Background: an optimization exercise with open tools, aiming at small area, a short achievable clock period and few clock cycles per item. Do not read the settings as production practice.
Where RTL was checked, it was by simulation tests only, not by an equivalence proof against the original.
Power and IR drop assume default switching activity.

## wildcard_byte_signature_scanner
module wildcard_byte_signature_scanner (
  input  logic                           clk_i,
  input  logic                           rst_ni,
  input  logic                           cfg_we_i,
  input  logic [sbs_pkg::CfgIdxW-1:0]    cfg_index_i,
  input  logic [sbs_pkg::SigRegW-1:0]    cfg_data_i,
  input  logic                           in_valid_i,
  output logic                           in_stall_o,
  input  logic [7:0]                     data_byte_i,
  input  logic                           region_last_i,
  output logic                           out_valid_o,
  input  logic                           out_stall_i,
  output logic                           found_o,
  output logic [sbs_pkg::OffsetBits-1:0] match_offset_o
);
Size in the first run: ~1600 cells after synthesis, roughly 120 I/O pins.
==> flow/config.mk <==
export PLATFORM = sky130hd
export DESIGN_NAME = wildcard_byte_signature_scanner
export DESIGN_NICKNAME = wildcard_byte_signature_scanner
export VERILOG_FILES = /design/flow/design.v
export SDC_FILE = /design/flow/constraint.sdc
export NUM_CORES = 4
export LEC_CHECK = 0
export ABC_CLOCK_PERIOD_IN_PS = 2500
export CAP_MARGIN = 50
export CORE_MARGIN = 2
export CORE_UTILIZATION = 55
export CTS_CLUSTER_DIAMETER = 80
export CTS_CLUSTER_SIZE = 30
export SETUP_SLACK_MARGIN = 3.3
export SLEW_MARGIN = 50
==> flow/constraint.sdc <==
create_clock -name core_clock -period 5.5 [get_ports {clk_i}]
set_input_delay 1.1000 -clock core_clock [delete_from_list [all_inputs] [get_ports {clk_i}]]
set_output_delay 1.1000 -clock core_clock [all_outputs]
set_load 0.01 [all_outputs]
standard.sh (not shown) runs the stock make flow with config.mk's settings and CLKGATE_MAP_FILE= SYNTH_SCRIPT=/design/flow/synth_recipe.tcl, a recipe that flattens the netlist after the stock synthesis.
==> flow/flow/run.sh <==
#!/bin/bash
set -euo pipefail
export BUFFER_PORTS_ARGS="-buffer_cell sky130_fd_sc_hd__buf_2"
export CTS_ARGS="-sink_clustering_enable -repair_clock_nets -dont_use_dummy_load -sink_clustering_size 40 -sink_clustering_max_diameter 60"
bash standard.sh > standard_flow.log 2>&1
The first run completed with no timing, DRC or antenna violations.
Testbench counts at the start, summed over its fixed seeds: cycles 52,290, bytes 52,011.
Then changed:
- CAP_MARGIN: 50 -> 30
- CORE_UTILIZATION: 55 -> 60
- SETUP_SLACK_MARGIN: 3.3 -> 3.15
- SLEW_MARGIN: 50 -> 25
Effect: Clock power decreases by about 3%. Global-route usage rises by 2.3 points. Worst setup slack gets worse by 0.068 ns. Count of clock-buffer cells in the layout goes down by 2. Design area decreases by about 2.7%. Synthesized area stays the same. Combinational power fell by about 12%. Wire length went down by about 1.2%.
Then changed:
- SETUP_SLACK_MARGIN: 3.15 -> 3.25
The new run finished with timing, DRC and antenna clean.
Core utilization rose by 1.4 points.
Flip-flop and latch count is unchanged.
Final cell count rose by 2.3%.
Then changed:
- ABC_CLOCK_PERIOD_IN_PS: 2500 -> 2000
- CAP_MARGIN: 30 -> 50
- SETUP_SLACK_MARGIN: 3.25 -> 3.3
- SLEW_MARGIN: 25 -> 50
The changed run finished with timing, DRC and antenna clean.
Final area goes up by 0.47%.
Power goes up by 0.53%.
Register-to-register slack is worse by 0.07 ns.
Via count goes down by 1.2%.
Then changed:
- ABC_CLOCK_PERIOD_IN_PS: 2000 -> 2200
Core utilization stays the same.
Area after synthesis does not change.
Combinational power barely changes.
Global-route usage does not change.
Cell area is unchanged.
Wire length stays the same.
Die area stays the same.
Then changed:
- ABC_CLOCK_PERIOD_IN_PS: 2200 -> 2500
- CAP_MARGIN: 50 -> 30
- CORE_UTILIZATION: 60 -> 50
- SLEW_MARGIN: 50 -> 25
=>
- The changed run finished with timing, DRC and antenna clean
- non-clock buffer count went up by 17
- core utilization is lower by 11 points
- worst setup slack barely changes
- die area came out higher by 20%
- clock power stays flat
- fmax stays flat
- synthesized cell count is unchanged
- final cell count is higher by 4.9%
- global-route usage drops by 3.9 points
- power is higher by 1.3%

---

wildcard_byte_signature_scanner, a different RTL version from the one above (not shown whole).
Size: ~25000 um^2 of cells after synthesis.
export LEC_CHECK = 0
export ABC_CLOCK_PERIOD_IN_PS = 2500
export CAP_MARGIN = 30
export CORE_MARGIN = 2
export CORE_UTILIZATION = 40
export SETUP_SLACK_MARGIN = 3.2
export SLEW_MARGIN = 25
create_clock -name core_clock -period 5.5 [get_ports {clk_i}]
run.sh (not shown) runs the stock make flow with config.mk's settings and CLKGATE_MAP_FILE= SYNTH_SCRIPT=/design/flow/synth_recipe.tcl, a recipe that flattens the netlist after the stock synthesis.
Stock flow here: none of the scripts above is used.
==> next run, changes <==
--- a/flow/config.mk
+++ b/flow/config.mk
@@ -10,3 +10,3 @@
 export CORE_MARGIN = 2
-export CORE_UTILIZATION = 40
+export CORE_UTILIZATION = 60
 export SETUP_SLACK_MARGIN = 3.2
After rerunning: The new run passed the timing, design-rule and antenna checks; area after synthesis is unchanged; critical path depth came out higher by 2; final cell count came out lower by about 11%; wire length stays flat; setup slack is better by 40 ps; maximum frequency came out higher by about 1.6%; cell area came out lower by 1.3%.
No run of this note included a check of the RTL's function; only the layout flow was run.

---

== the reference run ==
wildcard_byte_signature_scanner, a different RTL version from the one above (not shown whole).
Size in the first run: roughly 550 flip-flops, ~120 I/O pins.
clock: 5.5 ns
lec_check: 0
abc_clock_period_in_ps: 2500
cap_margin: 30
core_margin: 2
core_utilization: 70
cts_cluster_diameter: 80
cts_cluster_size: 30
setup_slack_margin: 3.3
slew_margin: 25
standard.sh (not shown) runs the stock make flow with config.mk's settings and CLKGATE_MAP_FILE= SYNTH_SCRIPT=/design/flow/synth_recipe.tcl, a recipe that flattens the netlist after the stock synthesis.
==> flow/flow/run.sh <==
#!/bin/bash
set -euo pipefail
export BUFFER_PORTS_ARGS="-buffer_cell sky130_fd_sc_hd__buf_2"
export CTS_ARGS="-sink_clustering_enable -repair_clock_nets -dont_use_dummy_load -sink_clustering_size 30 -sink_clustering_max_diameter 80"
bash standard.sh > standard_flow.log 2>&1
The reference run went all the way through synthesis, placement and routing and the layout is clean on timing, DRC and antenna.
## Diff of input files: the trial run against the reference run
- a change of CORE_UTILIZATION from 70 to 60
--- outcome ---
Every stage of the flow completed for the trial run, and the final layout passed the timing, design-rule and antenna checks. Growth of design area from synthesis to finish in the trial run vs the reference run: up 0.32 points. Run comparison: the reference run slowest cell on the critical path edfxtp_1; the trial run slowest cell on the critical path or4_4. In the trial run the post-CTS setup buffer count turned out 2 higher than in the reference run. Per the comparison of the trial run with the reference run, final area closely matched the old numbers; total power closely matched the old numbers; logic depth of the worst setup path including buffers increased by 3 relative to the old numbers. Detailed-routing iteration count for the pre-antenna-repair pass, the trial run and the reference run: higher on the reference run. Summary: clock period minus final worst setup slack, the trial run better than the reference run. Worst vdd rail ir drop down 200 µV in the trial run wrt the reference run. The trial run: first-pass GRT wire length higher than the reference run. On met1 demand-to-capacity share in global routing, the lower figure sits with the trial run, not the reference run.
Function was not checked in any run of this note: the RTL went through the layout flow alone.

---

## run A
wildcard_byte_signature_scanner, a different RTL version from the one above (not shown whole).
Size in the first run: about 1700 cells after synthesis, ~580 flip-flops, ~120 I/O pins, roughly 0.025 mm² of cells after synthesis.
make LEC_CHECK=0 ABC_CLOCK_PERIOD_IN_PS=2500 CAP_MARGIN=30 CORE_MARGIN=2 CORE_UTILIZATION=60 SETUP_SLACK_MARGIN=3.3 SLEW_MARGIN=25 finish   # period 5.5 ns
run.sh (not shown) runs the stock make flow with config.mk's settings and CLKGATE_MAP_FILE= SYNTH_SCRIPT=/design/flow/synth_recipe.tcl, a recipe that flattens the netlist after the stock synthesis.
Stock flow here: none of the scripts above is used.
Testbench counts of run A, summed over its fixed seeds: cycles 52,290, bytes 52,011.
Here is what was changed in the inputs of run B compared with run A.
Settings: setting CTS_CLUSTER_SIZE to 25 for the first time; setting CTS_BUF_LIST to sky130_fd_sc_hd__clkbuf_8 for the first time.
Notes after the runs:
Summary — area growth from synthesis to layout, run B relative to run A: lower, by 0.23 points. The combinational share of power in run B was higher than what run A gave. Going from run A to run B, die footprint about even, final worst-path setup slack fell 61 ps, via count of the first global-routing pass rose 266, DRC marker count from the first detailed-route iteration rose 18. Wire: run B routes more than run A. Taking run A as the reference point, the hold slack of run B falls by 10 ps. Run B reached the final stage; the timing, design-rule and antenna checks on its layout passed. Side by side, power share of the clock group turned out lower in run B than in run A. Comparing run A with run B, the final standard cell utilization of the core came out essentially unchanged. Run A has a lower total CTS buffers than run B.
## Diff of input files: run C against run B
Settings: swapping 25 for 30 in CTS_CLUSTER_SIZE; clearing CTS_BUF_LIST, which used to be sky130_fd_sc_hd__clkbuf_8; putting CTS_CLUSTER_DIAMETER at 80 where nothing was set.
## What came out
- Diff run B -> run C: clock sink total closely matched the old numbers; share of total power in the clock network decreased by 4.8 points relative to the old numbers; first-iteration DRC count increased by 114 relative to the old numbers; number of clock buffers in the layout decreased by 66% relative to the old numbers; fraction of cell area in non-clock buffers increased by 0.22 points relative to the old numbers.
- Compared with run B, run C improves cell area.
- Capture point of the critical path = match_offset_o[29]: run C; capture point of the critical path = out_valid_o: run B
- The slowest cell on the critical path comes out sky130_fd_sc_hd__dfrtp_2 in one run and sky130_fd_sc_hd__edfxtp_1 in the other, namely in run B and run C respectively.
- [compare] base=run B new=run C: layout-stage area growth over the synthesis result went down; insertion delay of the later-clocked pin in the worst-skew pair has decreased; post-route worst setup slack rose 51 ps.
- Run C went all the way through synthesis, placement and routing and the layout is clean on timing, DRC and antenna.
> inputs changed (run C -> run D)
==> flow/flow/run.sh (new file) <==
#!/bin/bash
set -euo pipefail
export BUFFER_PORTS_ARGS="-buffer_cell sky130_fd_sc_hd__buf_4"
bash standard.sh > standard_flow.log 2>&1
==> flow/standard.sh (new file) <==
#!/bin/bash
# synth_recipe.tcl (not shown) runs the flow's synth.tcl, then flattens the netlist and writes it again
# the make line also repeats each setting of config.mk as NAME=value (left out here)
make -C /OpenROAD-flow-scripts/flow DESIGN_CONFIG=/design/flow/config.mk WORK_HOME=/design/flow/orfs CLKGATE_MAP_FILE= SYNTH_SCRIPT=/design/flow/synth_recipe.tcl "${@:-finish}"
removed: flow/run.sh
Relative to run C, clock period minus worst slack has gone up in run D. Across both runs, signed area change from the synthesized netlist to the final layout was lower for run D than for run C. [compare] base=run C new=run D: first-pass GRT wire length increased by 2.2 mm relative to the old numbers, post-route fraction of the period consumed by the critical path increased by 0.51 points relative to the old numbers. Diff run C -> run D: average wire length per cell after detail routing now larger; clock group share of total power now sits at about the same level; number of diodes added for antenna fixing held steady; largest fanout of any net on the critical path picked up an extra 8. | critical path depth | lower: run C |.
What run E does differently from run D at the input level:
Settings: setting ABC_AREA to 1 for the first time.
==> flow/flow/run.sh <==
#!/bin/bash
set -euo pipefail
export BUFFER_PORTS_ARGS="-buffer_cell sky130_fd_sc_hd__buf_2"
bash standard.sh > standard_flow.log 2>&1
Findings:
Run E | status: complete | timing, DRC, antenna: pass. Count of pins on the block boundary came out exactly the same in run D and run E. The number of design-rule violations left by the first detailed-router iteration in run E is 1.9 times that in run D. Critical path launch point = offset_q[13]: run E; critical path launch point = u_cfg.lm1_lo_q[6]: run D. Sort run D and run E by proportion of power drawn by combinational gates, ascending, and run D comes first. Relative to run D, final RePlAce weighted congestion has increased by about 11% in run E. Length of routed met3 wiring: run D and run E compared, higher one is run E. Routed wire in run E totals more than in run D. Looking at run D and run E, the hold buffer count at cts is a wash. Run E ended up with a higher multi-input combinational cell count than run D did. [compare] base=run D new=run E: data arrival time of the critical path went down; proportion of power drawn by the clock network went down.
Setup changes, run E to run F
Settings: ABC_AREA: 1 -> unset.
Notes after the runs:
Compared to run E, run F has share of the clock period used by the worst path 0.44 points higher. Run F: all stages complete, timing, DRC and antenna checks passed. The run showing the smaller number of fill cells in the layout is run F. Against run E, number of gates given a new drive strength after cts in run F fell by more than 10%. Compared to run E, run F has all-layer global routing usage 6.8 points lower. [run F vs run E] post-CTS setup repair buffer count: higher in run F. Run F against run E: fraction of power consumed by combinational cells moved down, number of buffers outside the clock class in the layout moved down.

---

10-14:
wildcard_byte_signature_scanner, a different RTL version from the one above (not shown whole).
For scale: about 1,600 cells after synthesis, roughly 570 flip-flops.
export LEC_CHECK = 0
export ABC_CLOCK_PERIOD_IN_PS = 2200
export CAP_MARGIN = 30
export CORE_MARGIN = 2
export CORE_UTILIZATION = 40
export SETUP_SLACK_MARGIN = 3.3
export SLEW_MARGIN = 25
create_clock -name core_clock -period 5.5 [get_ports {clk_i}]
Stock flow here: none of the scripts above is used.
diff inputs: 10-14 => 08-05
Settings: swapping 2200 for 2500 in ABC_CLOCK_PERIOD_IN_PS; swapping 3.3 for 3.0 in SETUP_SLACK_MARGIN.
--- outcome ---
Total congestion overflow: 08-05 vs 10-14 — no meaningful difference. Sequential power of 10-14 is on par with 08-05. As of 08-05, post-detailed-route wirelength per cell had fallen by a few percent compared to 10-14. Via count of the first global-routing pass (lower): 08-05. 08-05 reports its type of the worst setup path as in2reg while 10-14 reports reg2reg. 08-05 vs 10-14 on share of the clock period used by the worst path: 08-05 is the higher one.
No functional check of the RTL was part of any run of this note.

---

Setup of lane 1:
RTL: one of the versions met above, not the one the previous note started from.
For scale: roughly 1600 cells after synthesis, about 550 flip-flops, about 120 I/O pins, ~24000 µm² of cells after synthesis.
export LEC_CHECK = 0
export ABC_CLOCK_PERIOD_IN_PS = 2500
export CAP_MARGIN = 30
export CORE_MARGIN = 2
export CORE_UTILIZATION = 60
export CTS_CLUSTER_DIAMETER = 80
export CTS_CLUSTER_SIZE = 30
export SETUP_SLACK_MARGIN = 3.5
export SLEW_MARGIN = 25
create_clock -name core_clock -period 5.5 [get_ports {clk_i}]
standard.sh (not shown) runs the stock make flow with config.mk's settings and CLKGATE_MAP_FILE= SYNTH_SCRIPT=/design/flow/synth_recipe.tcl, a recipe that flattens the netlist after the stock synthesis.
==> flow/flow/run.sh <==
#!/bin/bash
set -euo pipefail
export BUFFER_PORTS_ARGS="-buffer_cell sky130_fd_sc_hd__buf_2"
export CTS_ARGS="-sink_clustering_enable -repair_clock_nets -dont_use_dummy_load -sink_clustering_size 40 -sink_clustering_max_diameter 60"
bash standard.sh > standard_flow.log 2>&1
Testbench counts of lane 1, summed over its fixed seeds: cycles 52,290, bytes 52,011.
--- input diff lane 1..lane 2 ---
Settings: changing SETUP_SLACK_MARGIN from 3.5 to 3.4.
--- outcome ---
The flow did not stop early for lane 2: all stages ran, and the layout cleared the timing, design-rule and antenna checks.
[compare] base=lane 1 new=lane 2: part of the power in combinational logic went down, fraction of power consumed by the clock network higher, initial core utilization level.
Lane 2 against lane 1: switching power as a share of total power went down by 0.85 points, final area down 990 µm².
Looking at actual slew at the worst max-slew pin, lane 2 sits below lane 1.
Compared lane 2 vs lane 1, and power density over cell area is up in lane 2.
Going from lane 1 to lane 2, area share of and/or/nand/nor cells after synthesis has remained practically unchanged; data arrival time of the worst path has increased; maximum frequency has increased.
Where power is concerned, lane 1 is outperformed by lane 2.
#### Input delta (lane 3 over lane 2)
Settings: SETUP_SLACK_MARGIN: 3.4 -> 3.3.
==> flow/flow/run.sh <==
#!/bin/bash
set -euo pipefail
export BUFFER_PORTS_ARGS="-buffer_cell sky130_fd_sc_hd__buf_2"
export CTS_ARGS="-sink_clustering_enable -repair_clock_nets -dont_use_dummy_load -sink_clustering_size 30 -sink_clustering_max_diameter 80"
bash standard.sh > standard_flow.log 2>&1
==> results.txt <==
Going from lane 2 to lane 3, number of clock buffers inserted by TritonCTS shrinks by about 28%. Growth of design area from synthesis to finish: lane 3 vs lane 2 down 3.7 points. Compared lane 3 against lane 2; placed cell area within noise. Per the comparison of lane 3 with lane 2, first-iteration DRC count saw a decrease, worst setup slack now smaller, maximum frequency has decreased. From lane 2 to lane 3 the numbers moved as follows: power share of the clock group fell by 2.3 points, minimum clock period rose by 0.066 ns, endpoint required time on the critical path fell by 1.34 ns.
--- input diff lane 3..lane 4 ---
Settings: CAP_MARGIN now 50, was 30; SLEW_MARGIN now 50, was 25.
==> flow/flow/run.sh <==
#!/bin/bash
set -euo pipefail
export BUFFER_PORTS_ARGS="-buffer_cell sky130_fd_sc_hd__buf_2"
export CTS_ARGS="-sink_clustering_enable -repair_clock_nets -dont_use_dummy_load -sink_clustering_size 40 -sink_clustering_max_diameter 60"
bash standard.sh > standard_flow.log 2>&1
Results
- Lane 4 closes out successfully: all stages finished, all timing, DRC and antenna checks passed.
- Re share of synthesized area occupied by flip-flops and latches: no difference whatsoever between lane 4 and lane 3.
- Compared with lane 3, lane 4 shows ratio of final minimum period to clock period lower by 1.0 points.
- Compared with lane 3, lane 4 shows detailed-route wire length per cell lower by about 2.8%.
- NOTE: final standard cell area without fillers in lane 4 exceeds that of lane 3
- Lane 4 ended with less total length of routed wires than lane 3.
- Lower ratio of total power to cell area goes to lane 3 over lane 4.
- Sort lane 3 and lane 4 by final total power, descending, and lane 4 comes first.
- More vias were needed by lane 3 than by lane 4.
- [compare] base=lane 3 new=lane 4: global-route usage now larger; worst setup slack after layout now larger.

-- port drivers added, routing unchanged --
How much do the figures lean on ideal ports? The routed layouts below were timed once more, with nothing changed but the port constraints. Step 1 sets driving cells, clkbuf_16 on the clock port and buf_2 on the other inputs (assumed; they add their load-dependent delay and slew). Step 2 also shifts input and output timing later by t, the mid clock arrival at the registers, as if the neighbouring blocks saw the same clock. Slacks: no drivers / after step 1 / after step 2; pairs: no drivers / after step 1.
run	shift t [ns]	setup slack, ns	hold WS [ns]	worst setup path after step 2	worst register clock-pin slew, ns
the first run of note 1	0.617	3.217 / 3.157 / 2.704	0.497 / 0.476 / 0.497	input to register	0.09 / 0.09
the second run of note 1	0.619	3.149 / 3.129 / 2.572	0.504 / 0.477 / 0.504	input to register	0.10 / 0.10
the third run of note 1	0.615	3.217 / 3.189 / 2.622	0.481 / 0.456 / 0.481	input to register	0.10 / 0.10
the fourth run of note 1	0.611	3.236 / 3.183 / 2.792	0.519 / 0.486 / 0.534	input to register	0.09 / 0.09
the fifth run of note 1	0.611	3.236 / 3.183 / 2.792	0.519 / 0.486 / 0.534	input to register	0.09 / 0.09
the sixth run of note 1	0.627	3.234 / 3.172 / 2.674	0.502 / 0.466 / 0.502	input to register	0.10 / 0.10
the first run of note 2	0.666	3.009 / 3.009 / 2.669	0.468 / 0.468 / 0.468	input to register	0.07 / 0.07
the second run of note 2	0.677	3.049 / 3.049 / 2.595	0.496 / 0.496 / 0.496	input to register	0.07 / 0.07
the reference run	0.611	3.155 / 3.100 / 2.778	0.458 / 0.458 / 0.458	input to register	0.11 / 0.11
the trial run	0.629	3.178 / 3.122 / 2.687	0.519 / 0.519 / 0.519	input to register	0.12 / 0.12
run A	0.670	3.254 / 3.196 / 2.651	0.491 / 0.491 / 0.491	input to register	0.06 / 0.06
run B	0.724	3.193 / 3.141 / 2.622	0.481 / 0.481 / 0.481	input to register	0.07 / 0.07
run C	0.655	3.243 / 3.183 / 2.626	0.495 / 0.495 / 0.495	input to register	0.12 / 0.12
run D	0.662	3.215 / 3.197 / 2.764	0.399 / 0.365 / 0.510	input to register	0.12 / 0.12
run E	0.659	3.264 / 3.211 / 2.754	0.447 / 0.447 / 0.447	input to register	0.12 / 0.12
run F	0.659	3.240 / 3.182 / 2.701	0.508 / 0.482 / 0.508	input to register	0.11 / 0.11
10-14	0.695	2.976 / 2.976 / 2.359	0.540 / 0.540 / 0.540	input to register	0.07 / 0.07
08-05	0.690	2.964 / 2.995 / 2.317	0.443 / 0.403 / 0.560	input to register	0.06 / 0.06
lane 1	0.614	3.213 / 3.151 / 2.741	0.476 / 0.476 / 0.476	input to register	0.10 / 0.10
lane 2	0.609	3.245 / 3.194 / 2.670	0.484 / 0.464 / 0.484	input to register	0.10 / 0.10
lane 3	0.639	3.180 / 3.125 / 2.702	0.460 / 0.431 / 0.505	input to register	0.11 / 0.11
lane 4	0.611	3.236 / 3.183 / 2.792	0.519 / 0.486 / 0.534	input to register	0.09 / 0.09
After both steps setup and hold are still met in every run listed. The setup slack of 08-05, which loses most, moves by +0.031 ns with the drivers and by -0.647 ns with both steps.
